Context: an optimization exercise on an open-source flow, tuned for small area. The choices shown serve that exercise and are no tape-out recipe. Only simulation tests tie the RTL to the original design; equivalence was not proved. Power is estimated from default activity; no workload was simulated.

**design/flow/run.sh**
```bash
#!/bin/bash
# synth_recipe.tcl (not shown) runs the flow's synth.tcl, then flattens the netlist and writes it again
# the make line also repeats each setting of config.mk as NAME=value (left out here)
make -C /OpenROAD-flow-scripts/flow DESIGN_CONFIG=/design/flow/config.mk WORK_HOME=/design/flow/orfs CLKGATE_MAP_FILE= SYNTH_SCRIPT=/design/flow/synth_recipe.tcl finish
```
**design/flow/config.mk**
```make
export PLATFORM = sky130hd
export DESIGN_NAME = phong_sphere_pixel_shader
export DESIGN_NICKNAME = phong_sphere_pixel_shader
export VERILOG_FILES = /design/flow/design.v
export SDC_FILE = /design/flow/constraint.sdc
export NUM_CORES = 4
export LEC_CHECK = 0
export CAP_MARGIN = 20
export CORE_MARGIN = 2
export CORE_UTILIZATION = 40
export SLEW_MARGIN = 20
```
**design/flow/design.v**
```verilog
module pss_iter_unit (
	input  logic [34:0] x,
	input  logic [34:0] y,
	input  logic        sub,
	input  logic        cin,
	output logic [34:0] s
);
	assign s = x + (sub ? ~y : y) + 35'(sub ^ cin);
endmodule
module phong_sphere_pixel_shader #(
	parameter int COORD_BITS    = 11,
	parameter int SHININESS_MAX = 255
) (
	input  logic                         clk,
	input  logic                         arst_n,
	input  logic                         pixel_in_valid,
	output logic                         pixel_in_ready,
	input  logic signed [COORD_BITS-1:0] pixel_in_pixel_x,
	input  logic signed [COORD_BITS-1:0] pixel_in_pixel_y,
	input  logic signed [15:0]           pixel_in_light_pos_x,
	input  logic signed [15:0]           pixel_in_light_pos_y,
	input  logic signed [15:0]           pixel_in_light_pos_z,
	input  logic [15:0]                  pixel_in_light_red,
	input  logic [15:0]                  pixel_in_light_green,
	input  logic [15:0]                  pixel_in_light_blue,
	input  logic                         pixel_in_light_is_directional,
	input  logic                         pixel_in_last_light,
	output logic                         shade_out_valid,
	input  logic                         shade_out_ready,
	output logic [15:0]                  shade_out_red,
	output logic [15:0]                  shade_out_green,
	output logic [15:0]                  shade_out_blue,
	output logic                         shade_out_outside_sphere,
	input  logic                         cfg_valid,
	output logic                         cfg_ready,
	input  logic [2:0]                   cfg_index,
	input  logic [47:0]                  cfg_data
);
	localparam logic [5:0]
		S_IDLE = 6'd0,  S_D0 = 6'd1,   S_D1 = 6'd2,   S_D2 = 6'd3,   S_D3 = 6'd4,
		S_DC = 6'd5,    S_ZA = 6'd6,   S_ZB = 6'd7,   S_V0 = 6'd8,   S_V1 = 6'd9,
		S_V2 = 6'd10,   S_V3 = 6'd11,  S_SQ0 = 6'd12, S_SA = 6'd13,  S_SB = 6'd14,
		S_AL = 6'd15,   S_L0 = 6'd16,  S_L1 = 6'd17,  S_N0 = 6'd18,  S_N1 = 6'd19,
		S_N2 = 6'd20,   S_NZ = 6'd21,  S_DM = 6'd22,  S_DT0 = 6'd23, S_DT1 = 6'd24,
		S_DT2 = 6'd25,  S_DT3 = 6'd26, S_RZ = 6'd27,  S_R1 = 6'd28,  S_R2 = 6'd29,
		S_R3 = 6'd30,   S_R4 = 6'd31,  S_PC = 6'd32,  S_PM = 6'd33,  S_PS = 6'd34,
		S_CP = 6'd35,   S_CD = 6'd36,  S_CQ = 6'd37,  S_CS = 6'd38,  S_RPRE = 6'd39,
		S_RMAC = 6'd40, S_RPOST = 6'd41, S_WB = 6'd42, S_FIN = 6'd43;
	localparam logic [3:0]
		OP_S = 4'd0, OP_AMB = 4'd1, OP_DOT = 4'd2, OP_RZ = 4'd3, OP_PM = 4'd4,
		OP_PS = 4'd5, OP_CP = 4'd6, OP_CD = 4'd7, OP_CQ = 4'd8, OP_CS = 4'd9;
	localparam logic [1:0] X_ZERO = 2'd0, X_A = 2'd1, X_A2 = 2'd2, X_RING = 2'd3;
	localparam logic [3:0]
		Y_ZERO = 4'd0, Y_A = 4'd1, Y_R = 4'd2, Y_LEN = 4'd3, Y_LEN01 = 4'd4,
		Y_POS = 4'd5, Y_CRD = 4'd6, Y_Z = 4'd7, Y_QL1 = 4'd8, Y_QN1 = 4'd9,
		Y_RGB = 4'd10, Y_C32 = 4'd11, Y_C14 = 4'd12;
	logic [9:0]  rad;
	logic [7:0]  shin;
	logic [47:0] ka, kd, ks;
	logic [5:0]  ph;
	logic [5:0]  st;
	logic [3:0]  rop;
	logic [5:0]  k;
	logic [1:0]  ch;
	logic [2:0]  bi;
	logic        md;		 
	logic        sv, msub, dsgn, sc, outf, inpix, oval, outs;
	logic [33:0] P;
	logic [26:0] B;
	logic [32:0] A;
	logic [25:0] LEN;
	logic [21:0] Z;
	logic [16:0] QL, QN;
	logic [16:0] DOT;
	logic [15:0] sum [3];
	logic [1:0]  xsel;
	logic [3:0]  ysel;
	logic        xbit, sub, cin;
	logic [34:0] xv, yv, s;
	logic        ge;
	logic        dir, last;
	logic signed [15:0] pos_c;
	logic [15:0] rgb_c;
	logic        csel;
	logic signed [10:0] crd;
	logic        crd_neg;
	logic        tap;
	logic        mbit, mstep;
	logic [5:0]  pre_n, post_n, nb;
	logic        sync;
	logic [16:0] sat_in;
	assign dir  = pixel_in_light_is_directional;
	assign last = pixel_in_last_light;
	always_comb begin
		unique case (ch)
			2'd0:    begin pos_c = pixel_in_light_pos_x; rgb_c = pixel_in_light_red;   end
			2'd1:    begin pos_c = pixel_in_light_pos_y; rgb_c = pixel_in_light_green; end
			default: begin pos_c = pixel_in_light_pos_z; rgb_c = pixel_in_light_blue;  end
		endcase
	end
	assign crd     = csel ? pixel_in_pixel_y : pixel_in_pixel_x;
	assign crd_neg = (ch == 2'd0) ? pixel_in_pixel_x[10] : (ch == 2'd1) ? pixel_in_pixel_y[10] : 1'b0;
	assign tap     = B[26];
	assign cfg_ready      = (ph == 6'd47);
	assign pixel_in_ready = (st == S_FIN);
	assign shade_out_valid          = oval;
	assign shade_out_red            = sum[0];
	assign shade_out_green          = sum[1];
	assign shade_out_blue           = sum[2];
	assign shade_out_outside_sphere = outs;
	always_comb begin
		pre_n  = 6'd0;
		post_n = 6'd0;
		nb     = 6'd17;
		sync   = 1'b0;
		unique case (rop)
			OP_S:   nb = 6'd27;
			OP_AMB: begin pre_n = 6'd42; post_n = 6'd18; nb = 6'd16; sync = 1'b1; end
			OP_RZ:  post_n = 6'd14;
			OP_PM, OP_PS: post_n = 6'd15;
			OP_CP, OP_CQ: begin nb = 6'd16; sync = 1'b1; end
			OP_CD, OP_CS: begin pre_n = 6'd27; post_n = 6'd33; end
			default: ;
		endcase
	end
	always_comb begin
		unique case (rop)
			OP_S, OP_PS:  mbit = A[k];
			OP_AMB:       mbit = ka[0];
			OP_CP:        mbit = kd[0];
			OP_CQ:        mbit = ks[0];
			OP_RZ, OP_CD: mbit = (k < 6'd17) ? DOT[k] : 1'b0;
			default:      mbit = ((k + 6'd1) < 6'd17 ? QN[k + 6'd1] : 1'b0) ^ sc;
		endcase
	end
	assign mstep = (st == S_RMAC) && (k < nb) && !(sync && k == 6'd0 && ph != {ch, 4'd0});
	always_comb begin
		xsel = X_ZERO;
		ysel = Y_ZERO;
		xbit = 1'b0;
		sub  = 1'b0;
		cin  = 1'b0;
		csel = ch[0];
		unique case (st)
			S_D1: begin xsel = X_A2; ysel = (k < 6'd10 && rad[k]) ? Y_R : Y_ZERO; end
			S_D2: begin xsel = X_A; csel = 1'b0; ysel = pixel_in_pixel_x[k] ? Y_CRD : Y_ZERO; sub = (k != 6'd10); end
			S_D3: begin xsel = X_A; csel = 1'b1; ysel = pixel_in_pixel_y[k] ? Y_CRD : Y_ZERO; sub = (k != 6'd10); end
			S_ZA, S_SA: begin xsel = X_A2; xbit = tap; end
			S_ZB, S_SB: begin xsel = X_A2; xbit = tap; ysel = Y_LEN01; sub = 1'b1; end
			S_V0: begin ysel = (ch != 2'd2 && !dir) ? Y_CRD : Y_ZERO; sub = 1'b1; end
			S_V1: begin xsel = X_A2; ysel = (k < 6'd10 && rad[k]) ? Y_POS : Y_ZERO; sub = dir; end
			S_V2: begin xsel = X_A; ysel = (ch == 2'd2 && !dir) ? Y_Z : Y_ZERO; sub = 1'b1; end
			S_V3, S_DT1, S_R2: begin ysel = Y_A; sub = 1'b1; end
			S_L0: begin xsel = X_A; ysel = Y_LEN; sub = 1'b1; end
			S_L1: begin xsel = X_A2; ysel = Y_LEN; sub = 1'b1; end
			S_N0: begin ysel = (ch != 2'd2) ? Y_CRD : Y_ZERO; sub = crd_neg; end
			S_N1: begin xsel = X_A; ysel = Y_R; sub = 1'b1; end
			S_N2: begin xsel = X_A2; ysel = Y_R; sub = 1'b1; end
			S_NZ: begin xsel = X_A2; xbit = (k >= 6'd4) ? Z[k - 6'd4] : 1'b0; ysel = Y_R; sub = 1'b1; end
			S_DM, S_PM, S_PS: begin ysel = Y_QL1; cin = QL[0]; end
			S_RZ: begin ysel = Y_QN1; cin = QN[0]; end
			S_AL, S_CP, S_CQ: ysel = Y_RGB;
			S_DT0: begin xsel = X_RING; ysel = Y_C32; sub = 1'b1; end
			S_DT2: begin xsel = X_A; ysel = Y_C14; end
			S_R1: xsel = X_RING;
			S_R3: begin xsel = X_A; ysel = Y_QL1; cin = QL[0]; sub = !sv; end
			S_RPRE, S_RPOST: xsel = X_RING;
			S_RMAC: begin
				xsel = X_RING;
				ysel = (mstep && mbit) ? Y_A : Y_ZERO;
				sub  = (rop == OP_DOT) && msub && mstep && mbit;
			end
			S_WB: xsel = X_RING;
			default: ;
		endcase
	end
	always_comb begin
		unique case (xsel)
			X_A:    xv = {{2{A[32]}}, A};
			X_A2:   xv = {A[32], A, xbit};
			X_RING: xv = {P[33] & B[0], P[33] ^ B[0], P[32:0]};
			default: xv = '0;
		endcase
		unique case (ysel)
			Y_A:     yv = {{2{A[32]}}, A};
			Y_R:     yv = 35'(rad);
			Y_LEN:   yv = 35'(LEN);
			Y_LEN01: yv = 35'({LEN, 2'b01});
			Y_POS:   yv = 35'($signed(pos_c));
			Y_CRD:   yv = 35'($signed(crd));
			Y_Z:     yv = 35'(Z);
			Y_QL1:   yv = 35'(QL[16:1]);
			Y_QN1:   yv = 35'(QN[16:1]);
			Y_RGB:   yv = 35'(rgb_c);
			Y_C32:   yv = 35'h1_0000_0000;
			Y_C14:   yv = 35'h4000;
			default: yv = '0;
		endcase
	end
	pss_iter_unit u_add (
		.x   (xv),
		.y   (yv),
		.sub (sub),
		.cin (cin),
		.s   (s)
	);
	assign ge     = ~s[34];
	assign sat_in = P[16:0];
	always_ff @(posedge clk or negedge arst_n) begin
		if (!arst_n) begin
			rad  <= 10'd100;
			shin <= 8'd1;
			ka   <= '0;
			kd   <= '0;
			ks   <= '0;
			ph   <= '0;
		end else begin
			ph <= (ph == 6'd47) ? 6'd0 : ph + 6'd1;
			ka <= {ka[0], ka[47:1]};
			kd <= {kd[0], kd[47:1]};
			ks <= {ks[0], ks[47:1]};
			if (cfg_valid && cfg_ready) begin
				unique case (cfg_index)
					3'd0: rad  <= cfg_data[9:0];
					3'd1: ka   <= cfg_data;
					3'd2: kd   <= cfg_data;
					3'd3: ks   <= cfg_data;
					3'd4: shin <= cfg_data[7:0];
					default: ;
				endcase
			end
		end
	end
	always_ff @(posedge clk or negedge arst_n) begin
		if (!arst_n) begin
			st    <= S_IDLE;
			inpix <= 1'b0;
			oval  <= 1'b0;
		end else begin
			if (oval && shade_out_ready) oval <= 1'b0;
			unique case (st)
				S_IDLE: if (pixel_in_valid && !oval) st <= S_D0;
				S_D0:  st <= S_D1;
				S_D1:  st <= S_D2;
				S_D2:  st <= S_D3;
				S_D3:  st <= (k == 6'd0) ? S_DC : S_D1;
				S_DC:  st <= ((rad == '0) || A[32]) ? S_FIN : S_ZA;
				S_ZA:  st <= S_ZB;
				S_ZB:  st <= (k == 6'd0) ? S_V0 : S_ZA;
				S_V0:  st <= S_V1;
				S_V1:  st <= (k == 6'd0) ? S_V2 : S_V1;
				S_V2:  st <= S_V3;
				S_V3:  st <= md ? S_L0 : S_RPRE;
				S_SQ0: st <= (k == 6'd0) ? S_SA : S_SQ0;
				S_SA:  st <= S_SB;
				S_SB:  st <= (k == 6'd0) ? S_AL : S_SA;
				S_AL:  st <= S_RPRE;
				S_L0:  st <= S_L1;
				S_L1:  st <= (k == 6'd0) ? S_N0 : S_L1;
				S_N0:  st <= (ch == 2'd2) ? S_NZ : S_N1;
				S_N1:  st <= S_N2;
				S_N2:  st <= (k == 6'd0) ? S_DM : S_N2;
				S_NZ:  st <= (k == 6'd0) ? S_DM : S_NZ;
				S_DM:  st <= S_RPRE;
				S_DT0: st <= S_DT1;
				S_DT1: st <= S_DT2;
				S_DT2: st <= S_DT3;
				S_DT3: st <= S_RZ;
				S_RZ:  st <= S_RPRE;
				S_R1:  st <= S_R2;
				S_R2:  st <= S_R3;
				S_R3:  st <= S_R4;
				S_R4:  st <= S_PC;
				S_PC: begin
					if ((shin >> bi) == 8'd0) st <= S_CP;
					else if (shin[bi])         st <= S_PM;
					else                       st <= S_PS;
				end
				S_PM, S_PS, S_CP, S_CQ, S_CS: st <= S_RPRE;
				S_CD:  st <= (!dsgn && DOT != '0) ? S_RPRE : S_CQ;
				S_RPRE:  if (k == 6'd0) st <= S_RMAC;
				S_RMAC:  if (k == 6'd59) st <= S_RPOST;
				S_RPOST: if (k == 6'd0) st <= S_WB;
				S_WB: begin
					unique case (rop)
						OP_S:   st <= (ch == 2'd2) ? S_SQ0 : S_V0;
						OP_AMB: st <= (ch != 2'd2) ? S_AL : (LEN == '0) ? S_FIN : S_V0;
						OP_DOT: st <= (ch == 2'd2) ? S_DT0 : S_V0;
						OP_RZ:  st <= S_R1;
						OP_PM:  st <= S_PS;
						OP_PS:  st <= (bi == 3'd7) ? S_CP : S_PC;
						OP_CP:  st <= S_CD;
						OP_CD:  st <= S_CQ;
						OP_CQ:  st <= S_CS;
						default: st <= (ch == 2'd2) ? S_FIN : S_CP;
					endcase
				end
				S_FIN: begin
					st    <= S_IDLE;
					inpix <= !last;
					if (last) oval <= 1'b1;
				end
				default: st <= S_IDLE;
			endcase
		end
	end
	always_ff @(posedge clk) begin
		unique case (st)
			S_IDLE: begin
				if (pixel_in_valid && !oval && !inpix) begin
					for (int c = 0; c < 3; c++) sum[c] <= '0;
				end
			end
			S_D0: begin A <= s[32:0]; k <= 6'd10; end
			S_D1, S_D2: A <= s[32:0];
			S_D3: begin A <= s[32:0]; k <= k - 6'd1; end
			S_DC: begin
				outf <= (rad == '0) || A[32];
				B    <= {A[19:0], 7'd0};
				P    <= '0;
				LEN  <= '0;
				A    <= '0;
				k    <= 6'd21;
			end
			S_ZA, S_SA, S_SQ0: begin
				if (st == S_SQ0) begin
					A   <= '0;
					LEN <= '0;
					if (k == 6'd0) k <= 6'd25; else k <= k - 6'd1;
				end else begin
					A <= s[32:0];
				end
				P <= {1'b0, P[31:0], B[26]};
				B <= {B[25:0], P[32]};
			end
			S_ZB, S_SB: begin
				A   <= ge ? s[32:0] : xv[32:0];
				LEN <= {LEN[24:0], ge};
				P   <= {1'b0, P[31:0], B[26]};
				B   <= {B[25:0], P[32]};
				k   <= k - 6'd1;
				if (st == S_ZB && k == 6'd0) begin
					Z  <= {LEN[20:0], ge};
					ch <= 2'd0;
					md <= 1'b0;
					P  <= '0;
					B  <= '0;
				end
				if (st == S_SB && k == 6'd0) ch <= 2'd0;
			end
			S_V0: begin A <= s[32:0]; k <= 6'd11; end
			S_V1: begin A <= s[32:0]; k <= k - 6'd1; end
			S_V2: A <= s[32:0];
			S_V3: begin
				sv <= A[32];
				if (A[32]) A <= s[32:0];
				rop <= OP_S;
				k   <= 6'd0;
			end
			S_AL: begin
				P   <= {18'd0, sum[ch]};
				B   <= '0;
				A   <= s[32:0];
				rop <= OP_AMB;
				k   <= 6'd42;
			end
			S_L0, S_N1: begin
				if (ge) A <= s[32:0];
				if (st == S_L0) QL <= {QL[15:0], ge}; else QN <= {QN[15:0], ge};
				k <= 6'd15;
			end
			S_L1, S_N2, S_NZ: begin
				A <= ge ? s[32:0] : xv[32:0];
				if (st == S_L1) QL <= {QL[15:0], ge}; else QN <= {QN[15:0], ge};
				k <= k - 6'd1;
			end
			S_N0: begin A <= s[32:0]; k <= 6'd25; end
			S_DM: begin
				A    <= s[32:0];
				sc   <= QN[0];
				msub <= sv ^ crd_neg;
				if (ch == 2'd0) begin
					P <= 34'h1_0000_0000;
					B <= '0;
				end
				rop <= OP_DOT;
				k   <= 6'd0;
			end
			S_DT0, S_DT2: A <= s[32:0];
			S_DT1: begin
				dsgn <= A[32];
				if (A[32]) A <= s[32:0];
			end
			S_DT3: DOT <= A[31:15];
			S_RZ: begin
				A   <= s[32:0];
				P   <= 34'h2000;
				B   <= '0;
				rop <= OP_RZ;
				k   <= 6'd0;
			end
			S_R1, S_R3: A <= s[32:0];
			S_R2: if (dsgn) A <= s[32:0];
			S_R4: begin
				QL <= {A[32] ? 16'd0 : (A > 33'd32768) ? 16'h8000 : A[15:0], 1'b0};
				QN <= {16'h8000, 1'b0};
				bi <= 3'd0;
				ch <= 2'd0;
			end
			S_PC: ch <= 2'd0;
			S_PM, S_PS: begin
				A   <= s[32:0];
				P   <= 34'h4000;
				B   <= '0;
				sc  <= QN[0];
				rop <= (st == S_PM) ? OP_PM : OP_PS;
				k   <= 6'd0;
			end
			S_CP, S_CQ: begin
				A   <= s[32:0];
				P   <= '0;
				B   <= '0;
				rop <= (st == S_CP) ? OP_CP : OP_CQ;
				k   <= 6'd0;
			end
			S_CD, S_CS: begin
				P   <= {18'd0, sum[ch]};
				B   <= '0;
				sc  <= QN[0];
				rop <= (st == S_CD) ? OP_CD : OP_CS;
				k   <= 6'd27;
			end
			S_RPRE: begin
				if (k != 6'd0) begin
					P <= s[34:1];
					B <= {s[0], B[26:1]};
					k <= k - 6'd1;
				end
			end
			S_RMAC: begin
				if (!(sync && k == 6'd0 && ph != {ch, 4'd0})) begin
					P <= s[34:1];
					B <= {s[0], B[26:1]};
					if (mstep) sc <= ((k + 6'd1) < 6'd17 ? QN[k + 6'd1] : 1'b0) & sc;
					k <= (k == 6'd59) ? post_n : k + 6'd1;
				end
			end
			S_RPOST: begin
				if (k != 6'd0) begin
					P <= s[34:1];
					B <= {s[0], B[26:1]};
					k <= k - 6'd1;
				end
			end
			S_WB: begin
				unique case (rop)
					OP_S: begin
						if (ch == 2'd2) k <= 6'd7;
						ch <= ch + 2'd1;
					end
					OP_AMB: begin
						sum[ch] <= (sat_in[16]) ? 16'hFFFF : sat_in[15:0];
						ch <= (ch == 2'd2) ? 2'd0 : ch + 2'd1;
						md <= 1'b1;
					end
					OP_DOT: ch <= ch + 2'd1;
					OP_PM: QN <= {P[15:0], 1'b0};
					OP_PS: begin
						QL <= {P[15:0], 1'b0};
						bi <= bi + 3'd1;
					end
					OP_CP, OP_CQ: A <= s[32:0];
					OP_CD: sum[ch] <= (sat_in[16]) ? 16'hFFFF : sat_in[15:0];
					OP_CS: begin
						sum[ch] <= (sat_in[16]) ? 16'hFFFF : sat_in[15:0];
						ch <= ch + 2'd1;
					end
					default: ;
				endcase
			end
			S_FIN: begin
				if (last) begin
					outs <= outf;
					if (outf) for (int c = 0; c < 3; c++) sum[c] <= '0;
				end
			end
			default: ;
		endcase
	end
endmodule
```
**design/flow/constraint.sdc**
```tcl
create_clock -name core_clock -period 14.0 [get_ports {clk}]
set_input_delay 2.8000 -clock core_clock [delete_from_list [all_inputs] [get_ports {clk}]]
set_output_delay 2.8000 -clock core_clock [all_outputs]
set_load 0.01 [all_outputs]
```
==> impl_results.md <==
* Outcome: finished clean
* Layout cell share with drive strength beyond 1 at about 15%
* CTS tree: built
* Slew @ Worst Pin at between 1 and 1.5 ns
* Hold Path Origin: outf
* Final Worst Setup Slack at approximately 4.5 ns
* Initial antenna violation count at 2
* Gpl congestion at ~1.0
* Die Ht at between 200 and 300 um
* WL/cell at around 27 um
* IR drop worst, VDD at around 0.09 mV
* Port Buf Inserts at approximately 230
* Fmax at roughly 110 MHz
* # Post-CTS Setup Buffers at 0
* Most frequent cells in the layout: edfxtp_1, clkdlybuf4s50_1, nand2_1
* Syn_area_per_cell at about 11 um^2
* Synth Flop Type: edfxtp_1
* DRT Pass-1 Iters at 9
* Num CTS Buffers at about 50
* Synth top area share at a little under a third
* Remaining Overflow, GRT at 0
* R2R depth at 29
* Final min period at approximately 9.5 ns
* Max clock buf depth at 3
* Post-Syn Area at 26800 um^2
* Clk pin slew, worst setup/hold paths at roughly 0.060 ns
* CORE AREA at roughly 66000 um^2
* Fin nets at around 2.8k
* Fillers at between 5k and 6k
* Final Skew at slightly below 0.06 ns
* Most common cell after layout, fill and taps aside: edfxtp_1
* Final number of max-transition violations at 0
* DRT Wirelength at between 90 and 100 mm
* Starting DRT DRC Count at roughly 2.4k
* Synth area leader: edfxtp_1
* Sequential Area at around 13000 um^2
* Resized cells post-CTS at 0
* Root buf cell: clkbuf_16
* Avg Vias per Cell at approximately 6.2
* Max Cap Viol at 0
* Global-route wire length before repair at between 100 and 150 mm
* Final setup vio count at 0
* Critical Path RT at 14.22 ns
* Pre-CTS WS at 3.94 ns
* Synth Register Bits at 465
* Antenna-violating nets left at 0
* Reg2reg end: A[25]
* WP data arrival at 9.70 ns
* GRT Util Overall at between 20 and 30%
* WS Path Type: in -> reg
* Sequential area share after synthesis at between 40 and 50%
* RR Startpoint: k[0]
* DIE AREA at 69000 um^2
* DP Wirelength at approximately 70 mm
* CTS Hold Bufs at 0
* P&R area growth vs syn at 18.5%
* CTS Sinks at 465
* Number of hold violations in the final report at 0
* Pwr/cell area at slightly above 90 nW/um^2
* Die Wd at 263 um
* R2R setup slack at about 4.7 ns
* CP startpoint: pixel_in_pixel_y[5]
* DRC viols at 0
* Syn nets at 2670
* Rows at 94
* Clock Latency Late Sink at roughly 0.63 ns
* Worst Hold Class: reg -> reg
* Synth Warn # at 1
* WHS Path Cells at 0
* Hold EP: outs
* Vias at 21.9k
* Static leakage at between 10 and 15 nW
* Vias in the first global route at approximately 22k
* Unrepaired setup endpoints after global routing: false
* Initial Utilization at approximately 41%
* ANT cells at 0
* Ys async rst share at 37.8%
* Crit. End Element: register
* Final TNS setup at 0 ns
* Leading post-synthesis cells by cell area: edfxtp_1, dfrtp_1, mux2_2
* Post-synthesis cell type count at 94
* Fin crit share at between 60% and 70%
* Count of flip-flops with a built-in enable after synthesis at ~280
* IO Count at approximately 230
* H-tree depth at 2
* Post-synthesis instance total at 2444
* CP Max Fanout at 32
* Area occupied by multi-input gates at 12900 um^2
* Pin count of the biggest net entering global routing at between 100 and 150
* Max_slew headroom at 24.5%
* Startpoint types: input pin
kinds of logic after synthesis:
kind of cell / count (synthesis) / share of synthesized area, %
AOI/OAI and AO/OA: 638 / 17.4
and+or+nand+nor: 677 / 11.8
xor gates and xnor gates: 84 / 2.85
buffers and inverters: 248 / 3.92
DFF: 465 / 48.5
muxes: 282 / 13.1
adders and majority gates: 50 / 2.39
metrics by stage:
step	instance area (um^2)	instances	util (%)	power (mW)	hold WS, ns
5_1_grt	31700	3525	48.1	3.02	0.480
2_1_floorplan	26800	2444	-	1.49	0.428
6_report	31700	3525	48.1	2.94	0.463
3_3_place_gp	30000	3427	45.4	1.57	0.450
3_5_place_dp	30000	3430	45.5	1.57	0.453
4_1_cts	31700	3525	48.1	2.97	0.469
critical path, stage by stage:
cell and delay [ns]:
clkdlybuf4s50_1 0.43, mux4_2 0.49, mux2i_1 0.19, nor3_1 0.10, a2111oi_4 0.67, nand3_2 0.39, nor3b_2 0.66, a221oi_1 0.19
xor2_1 0.20, fa_1 0.47, inv_1 0.10, fa_1 0.22, nor2b_1 0.07, o31a_1 0.28, o2111ai_1 0.28, nand2_1 0.15
a21oi_1 0.43, o211ai_1 0.20, a21oi_1 0.32, xnor2_1 0.27, a221oi_4 0.30, buf_4 0.46
synth_stat cells, types with 16 or more instances:
cell and count:
inv_1 80, and2_1 39, nor3_1 35, nor2_1 214, mux2i_1 74, a221oi_1 31
o211ai_1 16, xor2_1 53, nand2b_1 22, xnor2_1 29, edfxtp_1 279, dfrtp_1 172
mux4_2 37, buf_1 22, a21o_1 27, ha_1 48, clkbuf_1 109, a21oi_1 132
nand3_1 26, buf_2 21, a222oi_1 36, a22oi_1 71, mux2_2 170, nand2_1 225
o21ai_0 89, nor4_1 21, a22o_1 74, nor2b_1 30, o22ai_1 16
per-layer routing:
layer  wire [um]  up-vias  track usage, %
met1       40400    10900            37.8
met3        9580      158            6.43
met2       42000     1124            40.7
met5          96        -           0.832
met4        2990        4            8.33
li1            -     9615               -
how the worst max path moves through the flow:
stage | to | cells past startpoint
2_1_floorplan | A[0] | 21
3_3_place_gp | A[1] | 22
3_5_place_dp | A[1] | 22
4_1_cts | A[22] | 22
5_1_grt | A[25] | 22
6_report | A[25] | 22
sequential cells by signal, indices dropped and copies added, names as in the netlist, 22 cells and up, named ones only:
name  cells
kd       48
A        33
LEN      26
Z        22
ks       48
P        34
sum      64
B        27
ka       48
report_power, final:
part | internal [mW] | switching (mW)
Clock | 0.817 | 0.586
Combinational | 0.0547 | 0.0322
Sequential | 1.45 | 0.00326
Total | 2.32 | 0.622
cell type report:
class	instances	area share (%)
Sequential cell	465	40.9
Timing Repair Buffer	286	8.66
Inverter	84	1.00
Multi-Input combinational cell	1731	40.6
Clock buffer	76	4.71
Tap cell	864	3.41
Clock inverter	19	0.725

==> re-timing with driven ports <==
The results above use ideal ports. As a check the final layout listed here was re-extracted and re-timed, cells and wires unchanged.
Step 1 sets driving cells, clkbuf_16 on the clock port and buf_2 on the other inputs (assumed; they add their load-dependent delay and slew).
Step 2 times the ports against the registers' clock, not the clock port: input delays grow and output delays shrink by t, the midpoint of the rising clock arrivals with the driver on.
Three values: ideal, step 1, step 2; two values: the first two.
t, ns: 0.664
slack for setup (ns): 4.527 / 4.564 / 3.900
worst slew at a driven data input, ns: 0.07
pins driven straight from the clock port: 1
After both steps this run still meets setup and hold. The setup slack of this run moves by +0.037 ns with the drivers and by -0.627 ns with both steps.
